From an optimization exercise on the open Yosys and OpenROAD flow, aimed at small area; shortcuts taken in it are not production practice.
Power is estimated from default activity; no workload was simulated.

==> inputs of v25 <==
## chimp_grid_engine
module chimp_grid_engine #(
    parameter int GRID_W    = 8,
    parameter int GRID_H    = 8,
    parameter int NUM_W     = 5,
    parameter int RAND_W    = 8,
    parameter int RETRY_MAX = 15,
    localparam int XW = $clog2(GRID_W),
    localparam int YW = $clog2(GRID_H)
) (
    input  logic              clk,
    input  logic              iResetn,
    input  logic              iStart,
    input  logic [NUM_W-1:0]  iCount,
    input  logic [RAND_W-1:0] iRandNum,
    input  logic              iClickValid,
    input  logic [XW-1:0]     iClickX,
    input  logic [YW-1:0]     iClickY,
    input  logic [XW-1:0]     iRdX,
    input  logic [YW-1:0]     iRdY,
    output logic              oRdActive,
    output logic              oRdShown,
    output logic [NUM_W-1:0]  oRdNum,
    output logic              oBusy,
    output logic [2:0]        oState,
    output logic [NUM_W-1:0]  oNextNum,
    output logic              oCorrect,
    output logic              oWrong,
    output logic              oWon,
    output logic              oLost
);
    localparam int NC  = 64;
    localparam int NT  = 31;
    localparam logic [2:0] S_IDLE   = 3'd0;
    localparam logic [2:0] S_CLEAR  = 3'd1;
    localparam logic [2:0] S_LOAD   = 3'd2;
    localparam logic [2:0] S_SHOW   = 3'd3;
    localparam logic [2:0] S_HIDDEN = 3'd4;
    localparam logic [2:0] S_WON    = 3'd5;
    localparam logic [2:0] S_LOST   = 3'd6;
    logic [2:0]  state_q, state_d;
    logic [4:0]  cnt_q, next_q, hi_q, lo_q;
    logic [3:0]  retry_q;
    logic [5:0]  clr_q, hw_q;
    logic [5:0]  pos_q [1:NT];
  ...
==> module chimp_grid_engine, before the edit <==
module chimp_grid_engine #(
    parameter int GRID_W    = 8,
    parameter int GRID_H    = 8,
    parameter int NUM_W     = 5,
    parameter int RAND_W    = 8,
    parameter int RETRY_MAX = 15,
    localparam int XW = $clog2(GRID_W),
    localparam int YW = $clog2(GRID_H)
) (
    input  logic              clk,
    input  logic              iResetn,
    input  logic              iStart,
    input  logic [NUM_W-1:0]  iCount,
    input  logic [RAND_W-1:0] iRandNum,
    input  logic              iClickValid,
    input  logic [XW-1:0]     iClickX,
    input  logic [YW-1:0]     iClickY,
    input  logic [XW-1:0]     iRdX,
    input  logic [YW-1:0]     iRdY,
    output logic              oRdActive,
    output logic              oRdShown,
    output logic [NUM_W-1:0]  oRdNum,
    output logic              oBusy,
    output logic [2:0]        oState,
    output logic [NUM_W-1:0]  oNextNum,
    output logic              oCorrect,
    output logic              oWrong,
    output logic              oWon,
    output logic              oLost
);
    localparam int NC  = 64;
    localparam int NT  = 31;
    localparam logic [2:0] S_IDLE   = 3'd0;
    localparam logic [2:0] S_CLEAR  = 3'd1;
    localparam logic [2:0] S_LOAD   = 3'd2;
    localparam logic [2:0] S_SHOW   = 3'd3;
    localparam logic [2:0] S_HIDDEN = 3'd4;
    localparam logic [2:0] S_WON    = 3'd5;
    localparam logic [2:0] S_LOST   = 3'd6;
    logic [2:0]  state_q, state_d;
    logic [4:0]  cnt_q, next_q, hi_q, lo_q;
    logic [3:0]  retry_q;
    logic [5:0]  clr_q, hw_q;
    logic [5:0]  pos_q [1:NT];
    logic [NC-1:0] act_q;
    logic        correct_q, wrong_q, rd_act_q, rd_shown_q;
    logic [4:0]  rd_num_q;
    logic        st_clear, st_load, st_play;
    logic [5:0]  draw_idx, click_idx, rd_idx, free_idx, place_idx, pos_next;
    logic        draw_ok, place, load_done, load_entry;
    logic        click_hit, click_good, click_bad;
    logic [4:0]  rd_raw, rd_num, lo;
    logic        rd_act;
    logic [5:0]  wr_idx, look_idx;
    logic        look_act;
    logic        wr_en, wr_val;
    assign st_clear = (state_q == S_CLEAR);
    assign st_load  = (state_q == S_LOAD);
    assign st_play  = (state_q == S_SHOW) || (state_q == S_HIDDEN);
    assign draw_idx  = iRandNum[5:0];
    assign click_idx = {iClickY, iClickX};
    assign rd_idx    = {iRdY, iRdX};
    always_comb begin
        free_idx = '0;
        for (int i = NC - 1; i >= 0; i--)
            if (!act_q[i])
                free_idx = 6'(i);
    end
    always_comb begin
        pos_next = pos_q[1];
        for (int k = 2; k <= NT; k++)
            if (next_q == 5'(k))
                pos_next = pos_q[k];
    end
    assign look_idx   = st_load ? draw_idx : click_idx;
    assign look_act   = act_q[look_idx];
    assign draw_ok    = !look_act;
    assign place      = st_load && (draw_ok || retry_q == 4'd14);
    assign place_idx  = draw_ok ? draw_idx : free_idx;
    assign load_done  = (hi_q + 5'd1 == cnt_q);
    assign load_entry = st_clear && (clr_q == 6'd63);
    assign click_hit  = st_play && iClickValid && look_act;
    assign click_good = st_play && iClickValid && (pos_next == click_idx);
    assign click_bad  = click_hit && !click_good;
    always_comb begin
        state_d = state_q;
        if (iStart)
            state_d = S_CLEAR;
        else if (load_entry)
            state_d = S_LOAD;
        else if (place && load_done)
            state_d = S_SHOW;
        else if (click_good)
            state_d = (next_q == hi_q) ? S_WON : S_HIDDEN;
        else if (click_bad)
            state_d = S_LOST;
    end
    always_comb begin
        rd_raw = '0;
        for (int k = 1; k <= NT; k++)
            if (pos_q[k] == rd_idx && 5'(k) <= hi_q)
                rd_raw = rd_raw | 5'(k);
    end
    assign rd_num = (rd_idx < hw_q) ? 5'd0 : rd_raw;
    assign lo     = st_clear ? lo_q : next_q;
    assign rd_act = (lo != 5'd0) && (rd_num >= lo);
    always_comb begin
        wr_idx = click_idx;
        wr_en  = click_good;
        wr_val = 1'b0;
        if (st_clear) begin
            wr_idx = clr_q;
            wr_en  = 1'b1;
        end else if (st_load) begin
            wr_idx = place_idx;
            wr_en  = place;
            wr_val = 1'b1;
        end
    end
    always_ff @(posedge clk) begin
        if (!iStart && wr_en)
            act_q[wr_idx] <= wr_val;
        if (!iStart && place)
            pos_q[hi_q + 5'd1] <= place_idx;
    end
    always_ff @(posedge clk) begin
        if (iStart) begin
            cnt_q   <= (iCount == '0) ? 5'd1 : iCount;
            retry_q <= '0;
            clr_q   <= '0;
            if (!st_clear)
                lo_q <= next_q;
        end else begin
            if (st_clear) begin
                clr_q <= clr_q + 6'd1;
                if (clr_q == hw_q)
                    hw_q <= clr_q + 6'd1;
            end
            if (load_entry)
                hw_q <= '0;
            if (st_load)
                retry_q <= place ? 4'd0 : retry_q + 4'd1;
        end
    end
    always_ff @(posedge clk or negedge iResetn) begin
        if (!iResetn) begin
            state_q    <= S_IDLE;
            next_q     <= 5'd1;
            hi_q       <= '0;
            correct_q  <= 1'b0;
            wrong_q    <= 1'b0;
            rd_act_q   <= 1'b0;
            rd_shown_q <= 1'b0;
            rd_num_q   <= '0;
        end else begin
            state_q    <= state_d;
            correct_q  <= !iStart && click_good;
            wrong_q    <= !iStart && click_bad;
            rd_act_q   <= rd_act;
            rd_shown_q <= rd_act && (state_q == S_SHOW || state_q == S_LOST);
            rd_num_q   <= rd_num;
            if (iStart)
                next_q <= 5'd1;
            else if (click_good)
                next_q <= next_q + 5'd1;
            if (!iStart) begin
                if (load_entry)
                    hi_q <= '0;
                else if (place)
                    hi_q <= hi_q + 5'd1;
            end
        end
    end
    assign oRdActive = rd_act_q;
    assign oRdShown  = rd_shown_q;
    assign oRdNum    = rd_num_q;
    assign oBusy     = st_clear || st_load;
    assign oState    = state_q;
    assign oNextNum  = next_q;
    assign oCorrect  = correct_q;
    assign oWrong    = wrong_q;
    assign oWon      = (state_q == S_WON);
    assign oLost     = (state_q == S_LOST);
endmodule
Settings: LEC_CHECK=0, ABC_AREA=1, CAP_MARGIN=40, CORE_MARGIN=2, CORE_UTILIZATION=60, CTS_BUF_LIST=sky130_fd_sc_hd__clkbuf_4 sky130_fd_sc_hd__clkbuf_8, CTS_CLUSTER_SIZE=30, PLACE_DENSITY=0.7, SLEW_MARGIN=40; clock period 10.0 ns.
run.sh (not shown) runs the stock make flow with config.mk's settings and CLKGATE_MAP_FILE= SYNTH_SCRIPT=/design/flow/synth_recipe.tcl, a recipe that flattens the netlist after the stock synthesis.
==> v34 (differences from v25) <==
--- a/flow/design.v
+++ b/flow/design.v
@@ -39,7 +39,6 @@
     localparam logic [2:0] S_LOST   = 3'd6;
     logic [2:0]  state_q, state_d;
-    logic [4:0]  cnt_q, next_q, hi_q, lo_q;
-    logic [3:0]  retry_q;
-    logic [5:0]  clr_q, hw_q;
+    logic [4:0]  cnt_q, next_q, hi_q;
+    logic [5:0]  ctr_q, hw_q;     
     logic [5:0]  pos_q [1:NT];
     logic [NC-1:0] act_q;
@@ -50,5 +49,5 @@
     logic        draw_ok, place, load_done, load_entry;
     logic        click_hit, click_good, click_bad;
-    logic [4:0]  rd_raw, rd_num, lo;
+    logic [4:0]  rd_raw, rd_num;
     logic        rd_act;
     logic [5:0]  wr_idx, look_idx;
@@ -67,17 +66,18 @@
                 free_idx = 6'(i);
     end
+    logic [6*32-1:0] pos_flat;
     always_comb begin
-        pos_next = pos_q[1];
-        for (int k = 2; k <= NT; k++)
-            if (next_q == 5'(k))
-                pos_next = pos_q[k];
+        pos_flat[5:0] = pos_q[1];
+        for (int k = 1; k <= NT; k++)
+            pos_flat[6*k +: 6] = pos_q[k];
+        pos_next = pos_flat[6*next_q +: 6];
     end
     assign look_idx   = st_load ? draw_idx : click_idx;
     assign look_act   = act_q[look_idx];
     assign draw_ok    = !look_act;
-    assign place      = st_load && (draw_ok || retry_q == 4'd14);
+    assign place      = st_load && (draw_ok || ctr_q == 6'd14);
     assign place_idx  = draw_ok ? draw_idx : free_idx;
     assign load_done  = (hi_q + 5'd1 == cnt_q);
-    assign load_entry = st_clear && (clr_q == 6'd63);
+    assign load_entry = st_clear && (ctr_q == 6'd63);
     assign click_hit  = st_play && iClickValid && look_act;
     assign click_good = st_play && iClickValid && (pos_next == click_idx);
@@ -96,21 +96,22 @@
             state_d = S_LOST;
     end
+    logic [NT:1] rd_eq;
     always_comb begin
-        rd_raw = '0;
         for (int k = 1; k <= NT; k++)
-            if (pos_q[k] == rd_idx && 5'(k) <= hi_q)
-                rd_raw = rd_raw | 5'(k);
+            rd_eq[k] = (pos_q[k] == rd_idx) && (hi_q >= 5'(k));
+        for (int b = 0; b < 5; b++) begin
+            rd_raw[b] = 1'b0;
+            for (int k = 1; k <= NT; k++)
+                if (k[b])
+                    rd_raw[b] = rd_raw[b] | rd_eq[k];
+        end
     end
     assign rd_num = (rd_idx < hw_q) ? 5'd0 : rd_raw;
-    assign lo     = st_clear ? lo_q : next_q;
-    assign rd_act = (lo != 5'd0) && (rd_num >= lo);
+    assign rd_act = act_q[rd_idx] && (rd_num != 5'd0);
     always_comb begin
         wr_idx = click_idx;
         wr_en  = click_good;
         wr_val = 1'b0;
-        if (st_clear) begin
-            wr_idx = clr_q;
-            wr_en  = 1'b1;
-        end else if (st_load) begin
+        if (st_load) begin
             wr_idx = place_idx;
             wr_en  = place;
@@ -119,5 +120,7 @@
     end
     always_ff @(posedge clk) begin
-        if (!iStart && wr_en)
+        if (!iStart && load_entry)
+            act_q <= '0;
+        else if (!iStart && wr_en)
             act_q[wr_idx] <= wr_val;
         if (!iStart && place)
@@ -127,18 +130,15 @@
         if (iStart) begin
             cnt_q   <= (iCount == '0) ? 5'd1 : iCount;
-            retry_q <= '0;
-            clr_q   <= '0;
-            if (!st_clear)
-                lo_q <= next_q;
+            ctr_q   <= '0;
         end else begin
             if (st_clear) begin
-                clr_q <= clr_q + 6'd1;
-                if (clr_q == hw_q)
-                    hw_q <= clr_q + 6'd1;
+                ctr_q <= ctr_q + 6'd1;
+                if (ctr_q == hw_q)
+                    hw_q <= ctr_q + 6'd1;
             end
             if (load_entry)
                 hw_q <= '0;
             if (st_load)
-                retry_q <= place ? 4'd0 : retry_q + 4'd1;
+                ctr_q <= place ? 6'd0 : ctr_q + 6'd1;
         end
     end
==> flow/flow/run.sh (new file) <==
#!/bin/bash
# Standard ORFS layout, except that the combinational logic is mapped by ABC with
# flow/abc.script instead of ORFS's script. Synthesis up to the flip-flop mapping,
# and everything after ABC, is the standard flow (see flow/custom_synth.tcl).
set -euo pipefail
here=$(pwd)
export MY_ABC_SCRIPT=$here/flow/abc.script
export CTS_ARGS="-sink_clustering_enable -repair_clock_nets -dont_use_dummy_load -sink_clustering_size 24 -sink_clustering_max_diameter 80"
export BUFFER_PORTS_ARGS="-buffer_cell sky130_fd_sc_hd__buf_1"
sed "s#SYNTH_SCRIPT=[^ ]*#SYNTH_SCRIPT=$here/flow/custom_synth.tcl#" standard.sh > standard_custom.sh
bash standard_custom.sh > flow.log 2>&1
==> flow/flow/abc.script (new file) <==
strash; &get -n; &deepsyn -I 4 -T 90; &put; &get -n; &dch -f; &nf -R 1000; &put
==> flow/flow/custom_synth.tcl (new file) <==
proc synth {args} { yosys synth -nofsm -noshare {*}$args }
proc abc {args} {
  set i [lsearch -exact $args -script]
  if { $i >= 0 && [info exists ::env(MY_ABC_SCRIPT)] } {
    set args [lreplace $args $i [expr {$i + 1}] -script $::env(MY_ABC_SCRIPT)]
  }
  puts "custom abc: $args"
  yosys abc {*}$args
}
source $::env(SCRIPTS_DIR)/synth.tcl
# left out here: clear keep_hierarchy, flatten, clean up, hide names made inside functions, write 1_2_yosys.v
==> flow/standard.sh (new file) <==
#!/bin/bash
# synth_recipe.tcl (not shown) runs the flow's synth.tcl, then flattens the netlist and writes it again
# the make line also repeats each setting of config.mk as NAME=value (left out here)
make -C /OpenROAD-flow-scripts/flow DESIGN_CONFIG=/design/flow/config.mk WORK_HOME=/design/flow/orfs CLKGATE_MAP_FILE= SYNTH_SCRIPT=/design/flow/synth_recipe.tcl "${@:-finish}"
ABC_AREA = unset   (was 1)
CORE_UTILIZATION = 70   (was 60)
CTS_BUF_LIST = unset   (was sky130_fd_sc_hd__clkbuf_4 sky130_fd_sc_hd__clkbuf_8)
CTS_CLUSTER_SIZE = unset   (was 30)
PLACE_DENSITY = 0.78   (was 0.7)
removed: flow/run.sh
==> run summary <==
Of v34 and v25, v25 has the higher count of clock-buffer cells in the layout (gap 58).
Synthesized cell count: v25 is larger than v34 (52%).
The combinational power of v25 is 4.1 times that of v34.
Wire length: v25 is higher than v34 (about 7%).
Fmax: v34 is smaller than v25 (about 3%).
Worst hold slack: v25 is lower than v34 (11 ps).
Between v25 and v34, the lower sequential share of layout area is in v25 (gap 5.1 points).
Between v34 and v25, the lower sequential cell count is in v34 (gap 9).
Between v25 and v34, the lower synthesized area is in v34 (gap about 22%, measured against v34).
Of v25 and v34, v25 has the higher setup slack (gap 250 ps).
Function was not checked in any run of this note: the RTL went through the layout flow alone.

static timing again, ports no longer ideal:
The results above use ideal ports. As a check the final layouts listed here were re-extracted and re-timed, cells and wires unchanged.
Step 1 (the two cells are an assumption about what drives the block):
set clk [get_ports {clk}]
set_driving_cell -lib_cell sky130_fd_sc_hd__clkbuf_16 $clk
set_driving_cell -lib_cell sky130_fd_sc_hd__buf_2 [delete_from_list [all_inputs] $clk]
Step 2 also shifts input and output timing later by t, the mid clock arrival at the registers, as if the neighbouring blocks saw the same clock.
a / b / c = ideal / step 1 / step 2; a / b = the first two.
run	shift t [ns]	slack for setup (ns)	worst setup path at the end
v25	0.637	2.060 / 2.078 / 1.441	input to register
v34	0.546	1.813 / 1.832 / 1.286	input to register
After both steps setup and hold are still met in every run listed. The setup slack of v25, which loses most, moves by +0.018 ns with the drivers and by -0.619 ns with both steps.
